Context: an optimization exercise on an open-source flow, tuned for small area. The choices shown serve that exercise and are no tape-out recipe. Function was checked by simulation only, so behaviour that the tests miss may differ from the original. No activity file was given, so power comes from the tool's default toggle rates.

File: flow/run.sh
#!/bin/bash
# synth_recipe.tcl (not shown) runs the flow's synth.tcl, then flattens the netlist and writes it again
# the make line also repeats each setting of config.mk as NAME=value (left out here)
make -C /OpenROAD-flow-scripts/flow DESIGN_CONFIG=/design/flow/config.mk WORK_HOME=/design/flow/orfs CLKGATE_MAP_FILE= SYNTH_SCRIPT=/design/flow/synth_recipe.tcl finish
File: flow/config.mk
export PLATFORM = sky130hd
export DESIGN_NAME = usb_bridge_top
export DESIGN_NICKNAME = usb_bridge_top
export VERILOG_FILES = /design/flow/design.v
export SDC_FILE = /design/flow/constraint.sdc
export NUM_CORES = 4
export LEC_CHECK = 0
export CAP_MARGIN = 20
export CORE_MARGIN = 2
export CORE_UTILIZATION = 40
export SLEW_MARGIN = 20
File: flow/constraint.sdc
create_clock -name core_clock -period 10.0 [get_ports {PHY_CLKOUT}]
set_input_delay 2.0000 -clock core_clock [delete_from_list [all_inputs] [get_ports {PHY_CLKOUT}]]
set_output_delay 2.0000 -clock core_clock [all_outputs]
set_load 0.01 [all_outputs]
File: flow/design.v
`timescale 1ns/1ps
`default_nettype none
module byte_fifo #(
  parameter int FIFO_DEPTH = 16
) (
  input  logic                               PHY_CLKOUT,
  input  logic                               RESET_IN,
  input  logic                               push_i,
  input  logic [7:0]                         push_data_i,
  input  logic                               pop_i,
  output logic [7:0]                         pop_data_o,
  output logic                               full_o,
  output logic [$clog2(FIFO_DEPTH + 1)-1:0]  count_o
);
  localparam int AW = (FIFO_DEPTH > 1) ? $clog2(FIFO_DEPTH) : 1;
  localparam logic [AW-1:0] LAST_SLOT = AW'(FIFO_DEPTH - 1);
  logic [7:0]           mem [FIFO_DEPTH];
  logic [AW-1:0]        wr_ptr;
  logic [AW-1:0]        rd_ptr;
  logic                 push_ok;
  logic                 pop_ok;
  assign full_o     = (count_o == FIFO_DEPTH);
  assign push_ok    = push_i & ~full_o;
  assign pop_ok     = pop_i & (count_o != '0);
  assign pop_data_o = mem[rd_ptr];                  
  always_ff @(posedge PHY_CLKOUT) begin
    if (push_ok) begin
      mem[wr_ptr] <= push_data_i;
    end
  end
  always_ff @(posedge PHY_CLKOUT) begin
    if (RESET_IN) begin
      wr_ptr  <= '0;
      rd_ptr  <= '0;
      count_o <= '0;
    end else begin
      if (push_ok) begin
        wr_ptr <= (wr_ptr == LAST_SLOT) ? '0 : wr_ptr + 1'b1;
      end
      if (pop_ok) begin
        rd_ptr <= (rd_ptr == LAST_SLOT) ? '0 : rd_ptr + 1'b1;
      end
      case ({push_ok, pop_ok})
        2'b10:   count_o <= count_o + 1'b1;
        2'b01:   count_o <= count_o - 1'b1;
        default: count_o <= count_o;                
      endcase
    end
  end
endmodule
`default_nettype wire
`timescale 1ns/1ps
`default_nettype none
module uart_channel #(
  parameter int CLKS_PER_BIT = 520,
  parameter int FIFO_DEPTH   = 16
) (
  input  logic         PHY_CLKOUT,
  input  logic         RESET_IN,
  input  logic         port_rx_valid,               
  input  logic [7:0]   port_rx_data,
  output logic         port_rx_ready,               
  output logic [$clog2(FIFO_DEPTH + 1)-1:0] port_tx_count,  
  input  logic         port_tx_pop,
  output logic [7:0]   port_tx_data,                
  output logic         uart_txd_o,
  input  logic         uart_rxd_i
);
  localparam int DB = 8;                           
  localparam int FB = DB + 2;                      
  localparam int CW = $clog2(CLKS_PER_BIT);
  localparam int QW = $clog2(FIFO_DEPTH + 1);
  localparam logic [CW-1:0] BIT_LAST  = CW'(CLKS_PER_BIT - 1);
  localparam logic [CW-1:0] HALF_LAST = CW'(CLKS_PER_BIT / 2 - 1);
  localparam logic [3:0]    STOP_IDX  = 4'(FB - 1);
  logic                 down_full;
  logic                 down_pop;
  logic [7:0]           down_data;
  logic [QW-1:0]        down_count;
  logic                 up_full;
  logic                 up_push;
  logic                 tx_busy;
  logic [FB-1:0]        tx_shift;
  logic [CW-1:0]        tx_clk_cnt;
  logic [3:0]           tx_bits_left;
  logic                 rxd_meta;
  logic                 rxd_sync;
  logic                 rx_active;
  logic                 rx_done;                    
  logic [CW-1:0]        rx_clk_cnt;
  logic [3:0]           rx_bit_idx;                 
  logic [7:0]           rx_shift;
  assign port_rx_ready = ~down_full;
  byte_fifo #(.FIFO_DEPTH(FIFO_DEPTH)) down_fifo_inst (
    .PHY_CLKOUT  (PHY_CLKOUT),
    .RESET_IN    (RESET_IN),
    .push_i      (port_rx_valid & ~down_full),
    .push_data_i (port_rx_data),
    .pop_i       (down_pop),
    .pop_data_o  (down_data),
    .full_o      (down_full),
    .count_o     (down_count)
  );
  assign down_pop   = ~tx_busy & (down_count != '0);
  assign uart_txd_o = tx_shift[0];
  always_ff @(posedge PHY_CLKOUT) begin
    if (RESET_IN) begin
      tx_busy      <= 1'b0;
      tx_shift     <= '1;                           
      tx_clk_cnt   <= '0;
      tx_bits_left <= '0;
    end else if (down_pop) begin
      tx_busy      <= 1'b1;
      tx_shift     <= {1'b1, down_data, 1'b0};
      tx_clk_cnt   <= BIT_LAST;
      tx_bits_left <= 4'(FB);
    end else if (tx_busy) begin
      if (tx_clk_cnt != '0) begin
        tx_clk_cnt <= tx_clk_cnt - 1'b1;
      end else begin
        tx_clk_cnt   <= BIT_LAST;
        tx_shift     <= {1'b1, tx_shift[FB-1:1]};
        tx_bits_left <= tx_bits_left - 1'b1;
        if (tx_bits_left == 4'd1) begin
          tx_busy <= 1'b0;                          
        end
      end
    end
  end
  always_ff @(posedge PHY_CLKOUT) begin
    if (RESET_IN) begin
      rxd_meta <= 1'b1;
      rxd_sync <= 1'b1;
    end else begin
      rxd_meta <= uart_rxd_i;
      rxd_sync <= rxd_meta;
    end
  end
  always_ff @(posedge PHY_CLKOUT) begin
    if (RESET_IN) begin
      rx_active  <= 1'b0;
      rx_done    <= 1'b0;
      rx_clk_cnt <= '0;
      rx_bit_idx <= '0;
    end else begin
      rx_done <= 1'b0;
      if (!rx_active) begin
        if (!rxd_sync) begin
          rx_active  <= 1'b1;
          rx_clk_cnt <= HALF_LAST;                  
          rx_bit_idx <= '0;
        end
      end else if (rx_clk_cnt != '0) begin
        rx_clk_cnt <= rx_clk_cnt - 1'b1;
      end else begin
        rx_clk_cnt <= BIT_LAST;
        rx_bit_idx <= rx_bit_idx + 1'b1;
        if (rx_bit_idx == '0 && rxd_sync) begin
          rx_active <= 1'b0;                        
        end else if (rx_bit_idx == STOP_IDX) begin
          rx_active <= 1'b0;
          rx_done   <= rxd_sync;                    
        end
      end
    end
  end
  always_ff @(posedge PHY_CLKOUT) begin
    if (rx_active && rx_clk_cnt == '0 && rx_bit_idx != '0 && rx_bit_idx != STOP_IDX) begin
      rx_shift <= {rxd_sync, rx_shift[DB-1:1]};     
    end
  end
  assign up_push = rx_done & ~up_full;              
  byte_fifo #(.FIFO_DEPTH(FIFO_DEPTH)) up_fifo_inst (
    .PHY_CLKOUT  (PHY_CLKOUT),
    .RESET_IN    (RESET_IN),
    .push_i      (up_push),
    .push_data_i (rx_shift),
    .pop_i       (port_tx_pop),
    .pop_data_o  (port_tx_data),
    .full_o      (up_full),
    .count_o     (port_tx_count)
  );
endmodule
`default_nettype wire
`timescale 1ns/1ps
`default_nettype none
module gpio_endpoint (
  input  logic                 PHY_CLKOUT,
  input  logic                 RESET_IN,
  input  logic                 byte_valid_i,
  input  logic [7:0]           byte_data_i,
  input  logic                 byte_last_i,
  output logic [9:0]           parallel_o
);
  logic [7:0] prev_byte;                            
  always_ff @(posedge PHY_CLKOUT) begin
    if (RESET_IN) begin
      prev_byte  <= '0;
      parallel_o <= '0;
    end else if (byte_valid_i) begin
      if (byte_last_i) begin
        parallel_o <= {byte_data_i[1:0], prev_byte};
        prev_byte  <= '0;                           
      end else begin
        prev_byte <= byte_data_i;
      end
    end
  end
endmodule
`default_nettype wire
`timescale 1ns/1ps
`default_nettype none
module usb_ep_arbiter #(
  parameter int MAX_PKT_BYTES = 8,
  parameter int CNT_W         = 5                   
) (
  input  logic                 PHY_CLKOUT,
  input  logic                 RESET_IN,
  input  logic                 usb_rx_valid_i,
  input  logic [7:0]           usb_rx_data_i,
  input  logic [3:0]           usb_rx_endpt_i,
  input  logic                 usb_rx_last_i,
  output logic                 usb_rx_ready_o,
  output logic                 usb_tx_valid_o,
  output logic [7:0]           usb_tx_data_o,
  output logic [3:0]           usb_tx_endpt_o,
  output logic                 usb_tx_last_o,
  input  logic                 usb_tx_pop_i,
  output logic [2:0]           uart_rx_valid_o,
  output logic [7:0]           uart_rx_data_o,
  input  logic [2:0]           uart_rx_ready_i,
  input  logic [3*CNT_W-1:0]   uart_tx_count_i,
  output logic [2:0]           uart_tx_pop_o,
  input  logic [23:0]          uart_tx_data_i,
  output logic                 gpio_valid_o,
  output logic [7:0]           gpio_data_o,
  output logic                 gpio_last_o
);
  localparam logic [3:0] EP_UART1    = 4'h5;
  localparam logic [3:0] EP_UART2    = 4'h6;
  localparam logic [3:0] EP_UART3    = 4'h7;
  localparam logic [3:0] EP_PARALLEL = 4'h8;
  localparam int N     = 3;
  localparam int IDX_W = $clog2(N);
  localparam logic [11:0] MAX_LEN = 12'(MAX_PKT_BYTES);
  logic [3:0]            uart_endpt [N];            
  logic [N-1:0]          uart_hit;
  logic [N-1:0]          uart_ready;
  logic [11:0]           chan_count [N];            
  logic [7:0]            chan_data [N];
  logic                  tx_active;
  logic [IDX_W-1:0]      grant_idx;
  logic [IDX_W-1:0]      rr_ptr;                    
  logic [11:0]           remaining;
  logic                  pick_found;
  logic [IDX_W-1:0]      pick_idx;
  logic [11:0]           pick_len;
  assign uart_endpt[0] = EP_UART1;
  assign uart_endpt[1] = EP_UART2;
  assign uart_endpt[2] = EP_UART3;
  assign uart_rx_data_o = usb_rx_data_i;
  for (genvar g = 0; g < N; g++) begin : g_port
    assign uart_hit[g]        = (usb_rx_endpt_i == uart_endpt[g]);
    assign uart_rx_valid_o[g] = usb_rx_valid_i & uart_hit[g];
    assign uart_ready[g]      = uart_rx_ready_i[g];
    assign chan_count[g]      = 12'(uart_tx_count_i[g*CNT_W +: CNT_W]);
    assign chan_data[g]       = uart_tx_data_i[g*8 +: 8];
    assign uart_tx_pop_o[g]   = usb_tx_pop_i & tx_active & (grant_idx == IDX_W'(g));
  end
  assign usb_rx_ready_o = ~|(uart_hit & ~uart_ready);
  assign gpio_valid_o = usb_rx_valid_i & (usb_rx_endpt_i == EP_PARALLEL);
  assign gpio_data_o  = usb_rx_data_i;
  assign gpio_last_o  = usb_rx_last_i;
  always_comb begin
    int cand;
    pick_found = 1'b0;
    pick_idx   = '0;
    for (int k = 0; k < N; k++) begin
      cand = (int'(rr_ptr) + k) % N;
      if (!pick_found && chan_count[cand] != '0) begin
        pick_found = 1'b1;
        pick_idx   = IDX_W'(cand);
      end
    end
    pick_len = (chan_count[pick_idx] > MAX_LEN) ? MAX_LEN : chan_count[pick_idx];
  end
  always_ff @(posedge PHY_CLKOUT) begin
    if (RESET_IN) begin
      tx_active <= 1'b0;
      grant_idx <= '0;
      rr_ptr    <= '0;
      remaining <= '0;
    end else if (!tx_active) begin
      if (pick_found) begin
        tx_active <= 1'b1;
        grant_idx <= pick_idx;
        remaining <= pick_len;                      
        rr_ptr    <= (pick_idx == IDX_W'(N - 1)) ? '0 : pick_idx + 1'b1;
      end
    end else if (usb_tx_pop_i) begin
      remaining <= remaining - 1'b1;
      if (remaining == 12'd1) begin
        tx_active <= 1'b0;                          
      end
    end
  end
  assign usb_tx_valid_o = tx_active;
  assign usb_tx_data_o  = chan_data[grant_idx];
  assign usb_tx_endpt_o = uart_endpt[grant_idx];
  assign usb_tx_last_o  = tx_active & (remaining == 12'd1);
endmodule
`default_nettype wire
`timescale 1ns/1ps
`default_nettype none
module usb_bridge_top #(
  parameter int CLKS_PER_BIT  = 520,                
  parameter int FIFO_DEPTH    = 16,
  parameter int MAX_PKT_BYTES = 8
) (
  input  logic                                PHY_CLKOUT,
  input  logic                                RESET_IN,
  input  logic                                usb_rx_valid_i,
  input  logic [7:0]                          usb_rx_data_i,
  input  logic [3:0]                          usb_rx_endpt_i,
  input  logic                                usb_rx_last_i,
  output logic                                usb_rx_ready_o,
  output logic                                usb_tx_valid_o,
  output logic [7:0]                          usb_tx_data_o,
  output logic [3:0]                          usb_tx_endpt_o,
  output logic                                usb_tx_last_o,
  input  logic                                usb_tx_pop_i,
  output logic [2:0]                          usb_uart_txd_o,
  input  logic [2:0]                          usb_uart_rxd_i,
  output logic [9:0]                          usb_parallel_o
);
  localparam int NUM_UART = 3;
  localparam int CNT_W    = $clog2(FIFO_DEPTH + 1);
  logic                 gpio_valid;
  logic [7:0]           gpio_data;
  logic                 gpio_last;
  logic [NUM_UART-1:0]       port_rx_valid;
  logic [7:0]                port_rx_data;
  logic [NUM_UART-1:0]       port_rx_ready;
  logic [NUM_UART*CNT_W-1:0] port_tx_count;
  logic [NUM_UART-1:0]       port_tx_pop;
  logic [NUM_UART*8-1:0]     port_tx_data;
  usb_ep_arbiter #(
    .MAX_PKT_BYTES (MAX_PKT_BYTES),
    .CNT_W         (CNT_W)
  ) usb_ep_arbiter_inst (
    .PHY_CLKOUT      (PHY_CLKOUT),
    .RESET_IN        (RESET_IN),
    .usb_rx_valid_i  (usb_rx_valid_i),
    .usb_rx_data_i   (usb_rx_data_i),
    .usb_rx_endpt_i  (usb_rx_endpt_i),
    .usb_rx_last_i   (usb_rx_last_i),
    .usb_rx_ready_o  (usb_rx_ready_o),
    .usb_tx_valid_o  (usb_tx_valid_o),
    .usb_tx_data_o   (usb_tx_data_o),
    .usb_tx_endpt_o  (usb_tx_endpt_o),
    .usb_tx_last_o   (usb_tx_last_o),
    .usb_tx_pop_i    (usb_tx_pop_i),
    .uart_rx_valid_o (port_rx_valid),
    .uart_rx_data_o  (port_rx_data),
    .uart_rx_ready_i (port_rx_ready),
    .uart_tx_count_i (port_tx_count),
    .uart_tx_pop_o   (port_tx_pop),
    .uart_tx_data_i  (port_tx_data),
    .gpio_valid_o    (gpio_valid),
    .gpio_data_o     (gpio_data),
    .gpio_last_o     (gpio_last)
  );
  gpio_endpoint gpio_endpoint_inst (
    .PHY_CLKOUT   (PHY_CLKOUT),
    .RESET_IN     (RESET_IN),
    .byte_valid_i (gpio_valid),
    .byte_data_i  (gpio_data),
    .byte_last_i  (gpio_last),
    .parallel_o   (usb_parallel_o)
  );
  for (genvar g = 0; g < NUM_UART; g++) begin : g_uart
    uart_channel #(
      .CLKS_PER_BIT (CLKS_PER_BIT),
      .FIFO_DEPTH   (FIFO_DEPTH)
    ) uart_channel_inst (
      .PHY_CLKOUT    (PHY_CLKOUT),
      .RESET_IN      (RESET_IN),
      .port_rx_valid (port_rx_valid[g]),
      .port_rx_data  (port_rx_data),
      .port_rx_ready (port_rx_ready[g]),
      .port_tx_count (port_tx_count[g*CNT_W +: CNT_W]),
      .port_tx_pop   (port_tx_pop[g]),
      .port_tx_data  (port_tx_data[g*8 +: 8]),
      .uart_txd_o    (usb_uart_txd_o[g]),
      .uart_rxd_i    (usb_uart_rxd_i[g])
    );
  end
endmodule
`default_nettype wire
==> summary.txt <==
synthesized netlist by cell type, drive strengths merged (21+ instances only):
| cell type | number | share of area [%] |
|---|---|---|
| edfxtp | 792 | 55 |
| nor2 | 283 | 2.5 |
| dfxtp | 263 | 12 |
| mux4 | 225 | 12 |
| nand2 | 157 | 1.4 |
| a21oi | 147 | 1.7 |
| clkbuf | 96 | 0.84 |
| inv | 91 | 0.79 |
| ha | 88 | 2.6 |
| nor3 | 79 | 0.92 |
| o21ai | 73 | 0.87 |
| buf | 44 | 0.52 |
| xor2 | 40 | 0.81 |
| nand3 | 36 | 0.42 |
| mux2i | 32 | 0.74 |
| nand2b | 28 | 0.41 |
| nor2b | 28 | 0.41 |
| xnor2 | 28 | 0.57 |
| and3 | 25 | 0.36 |
| nor4 | 22 | 0.33 |
| a211oi | 21 | 0.37 |
kinds of logic (layout without fill, tap and decap cells):
family	Yosys count	in the layout	synth area share, %
buffers and inverters	231	372	2.15
muxes	265	265	12.7
xor gates and xnor gates	68	68	1.39
and+or+nand+nor	748	748	8.29
adders and majority gates	94	94	2.84
AOI/OAI and AO/OA	349	349	5.01
DFF	1055	1055	67.6
other	2	2	0.0175
flip-flops by register name (all words and copies together) (netlist names), 8 cells and up, named ones only:
signal	count
g_uart.uart_channel_inst.down_fifo_inst.count_o	15
gpio_endpoint_inst.parallel_o	10
usb_ep_arbiter_inst.remaining	12
g_uart.uart_channel_inst.rx_bit_idx	12
g_uart.uart_channel_inst.tx_clk_cnt	30
g_uart.uart_channel_inst.rx_shift	24
g_uart.uart_channel_inst.up_fifo_inst.rd_ptr	12
g_uart.uart_channel_inst.tx_bits_left	12
g_uart.uart_channel_inst.up_fifo_inst.wr_ptr	12
g_uart.uart_channel_inst.down_fifo_inst.wr_ptr	12
g_uart.uart_channel_inst.rx_clk_cnt	30
g_uart.uart_channel_inst.up_fifo_inst.count_o	15
g_uart.uart_channel_inst.down_fifo_inst.mem	384
gpio_endpoint_inst.prev_byte	8
g_uart.uart_channel_inst.down_fifo_inst.rd_ptr	12
g_uart.uart_channel_inst.up_fifo_inst.mem	384
g_uart.uart_channel_inst.tx_shift	27
metrics by stage:
step                hold slack (ns)  area [sq um]
floorplan                     0.389         43000
global placement              0.396         44900
detailed placement            0.393         44900
CTS                           0.408         48500
global route                  0.418         48600
finish                        0.406         48600
per-layer routing:
metal	share of wire, %	track usage [%]
met4	2.4	4.66
met2	50	28.3
met3	4.4	2.70
met1	43	21.5
met5	0.030	0
layout by cell type, fill, tap and decap left out, types with 73 or more instances in the layout:
cell       count
edfxtp_1     792
nor2_1       278
dfxtp_1      253
clkbuf_16    114
inv_1         90
ha_1          88
mux4_2       225
nor3_1        73
nand2_1      156
a21oi_1      147
layout make-up:
class | instances | area [sq um]
clock inverters | 54 | 586
clock buffers | 143 | 3030
flip-flops and latches | 1055 | 29100
well taps | 1403 | 1760
fillers | 9170 | 58300
multi-input cells | 1526 | 13100
repair buffers | 84 | 708
inverters | 91 | 342
power by group:
| part | switching [W] | total [W] | leakage (nW) | internal [W] |
|---|---|---|---|---|
| registers | 0.000172 | 0.00502 | 9.26 | 0.00485 |
| logic | 0.000906 | 0.00161 | 4.45 | 0.000706 |
| clock network | 0.00166 | 0.00407 | 1.77 | 0.00241 |
| total | 0.00274 | 0.0107 | 15.5 | 0.00797 |
worst max-delay path: stages, from the launching register on:
cell             delay, ns
dfxtp_2               0.31
buf_4                 0.52
mux4_2                0.59
mux4_2                0.54
a22oi_1               0.25
a21oi_1               0.15
clkdlybuf4s50_1       0.54
worst paths after layout:
path | startpoint | to | cells past startpoint | slack (ns)
setup reg to reg | usb_ep_arbiter_inst.grant_idx[1] | register | 13 | 6.21
hold / removal | g_uart[0].uart_channel_inst.rxd_meta | g_uart[0].uart_channel_inst.rxd_sync | 1 | 0.41
setup / recovery | register | usb_tx_data_o[6] | 6 | 4.39
hold reg to reg | g_uart[0].uart_channel_inst.rxd_meta | g_uart[0].uart_channel_inst.rxd_sync | 1 | 0.41
==> results.yml <==
status:
  status: "timing/DRC/antenna clean"
grt:
  grt_max_degree: 75
  grt_pass1_wl_um: 142000
  grt_pass1_vias: 24329
  antenna_found_initial: 2
  overflow: 0
  track_usage_pct: 16.4
route:
  ant_nets: 0
  via_count: 23743
  drt_pass1_iterations: 5
  drc_errors: 0
  drt-total-wl_um: 90200
  vias_per_cell: 5.45
  drt-wirelength-per-cell_um: 20.7
  drtIter0Drc: 1992
placed_design:
  dp_slack_ns: 4.48
  place_congestion: 0.781
  dp_cells: 4155
  io_buffers: 45
  hpwl_um: 56600
die:
  initial_core_util_pct: 40.2
  rows: 120
  die-area_sq_mm: 0.110
  ios: 48
  die-width_um: 332
  core_area_sq_mm: 0.107
  die_h_um: 332
sta:
  fin_setup_tns_ns: 0
  min_period_ns: 5.61
  worst_slack_ns: 4.39
  post-route-period-util_pct: 56.1
  tightest_slew_ns: 1.12
  setup_violations: 0
  rsz0062_at_grt: "no"
  finalClockSkew_ns: 0.0243
  maxClockFrequency_mhz: 178
  hold_viol_final: 0
  maxSlewViolCount: 0
  relSlewSlack_pct: 25.4
cts:
  cts.sinks: 1055
  clock_latency_ns: 0.68
  cts_hold_buf: 0
  cts_made_buffers: 108
  htreeDepth: 3
  cts_resized: 0
  clock_path_buffers: 3
  postCtsSetupRepairBufs: 0
  clk_pin_slew_ns: 0.06
  clockRootBuffer: "clkbuf_16"
  cts_tree: "built"
worst_setup_path:
  setup.worst_path.start_class: "register"
  path_class: "reg -> out"
  path_max_fanout: 32
  critPathArrivalTime_ns: 3.61
  cp.required_ns: 8.00
  crit_path_end_kind: "output port"
logic_synthesis:
  synth-seq-cells: 1055
  synth_nets: 2926
  synth_warnings: 7
  synth-edff-count: 792
  syn_area_per_cell_sq_um: 15.3
  synth-main-ff-cell: "edfxtp_1"
  ys_types: 81
  async_flop_share_pct: 0
  synth_area_sq_mm: 0.0430
  ys_seq_area_share_pct: 67.6
  synthCells: 2812
pwr:
  max-vdd-ir-drop_v: 0.000161
  fin_total_pwr_w: 0.0107
  p_leak_nw: 15.5
  p_per_area_mw_per_mm2: 220
cells_and_area:
  utilization_pct: 45.4
  stdcell_count: 4356
  antennaDiodeCount: 0
  syn_to_final_growth_pct: 13.0
  nNetsFinal: 2980
  drive_above_1_share_pct: 16.7
run:
  cap_violations: 0
hold_path:
  hold_class: "reg -> reg"

[what the ideal ports hide]
Ports are ideal in the flow. The routed layout listed here was re-timed in OpenROAD.
Step 1, drivers: a clkbuf_16 drives PHY_CLKOUT and a buf_2 each remaining input, both assumed.
Step 2 moves the port delays by t, midway between the first and last clock arrival at a register: inputs arrive t later, outputs are due t later. That takes back most of the time a late clock gives input paths.
Slacks: ideal ports / drivers / drivers and shift; pairs: ideal ports / drivers.
shift t [ns]: 0.730
slack for setup (ns): 4.390 / 4.328 / 4.265
worst register clock-pin slew, ns: 0.06 / 0.06
worst data-port slew with drivers (ns): 0.14
After both steps setup and hold are still met in this run. For this run, drivers alone change the setup slack by -0.062 ns; drivers and shift together by -0.125 ns.
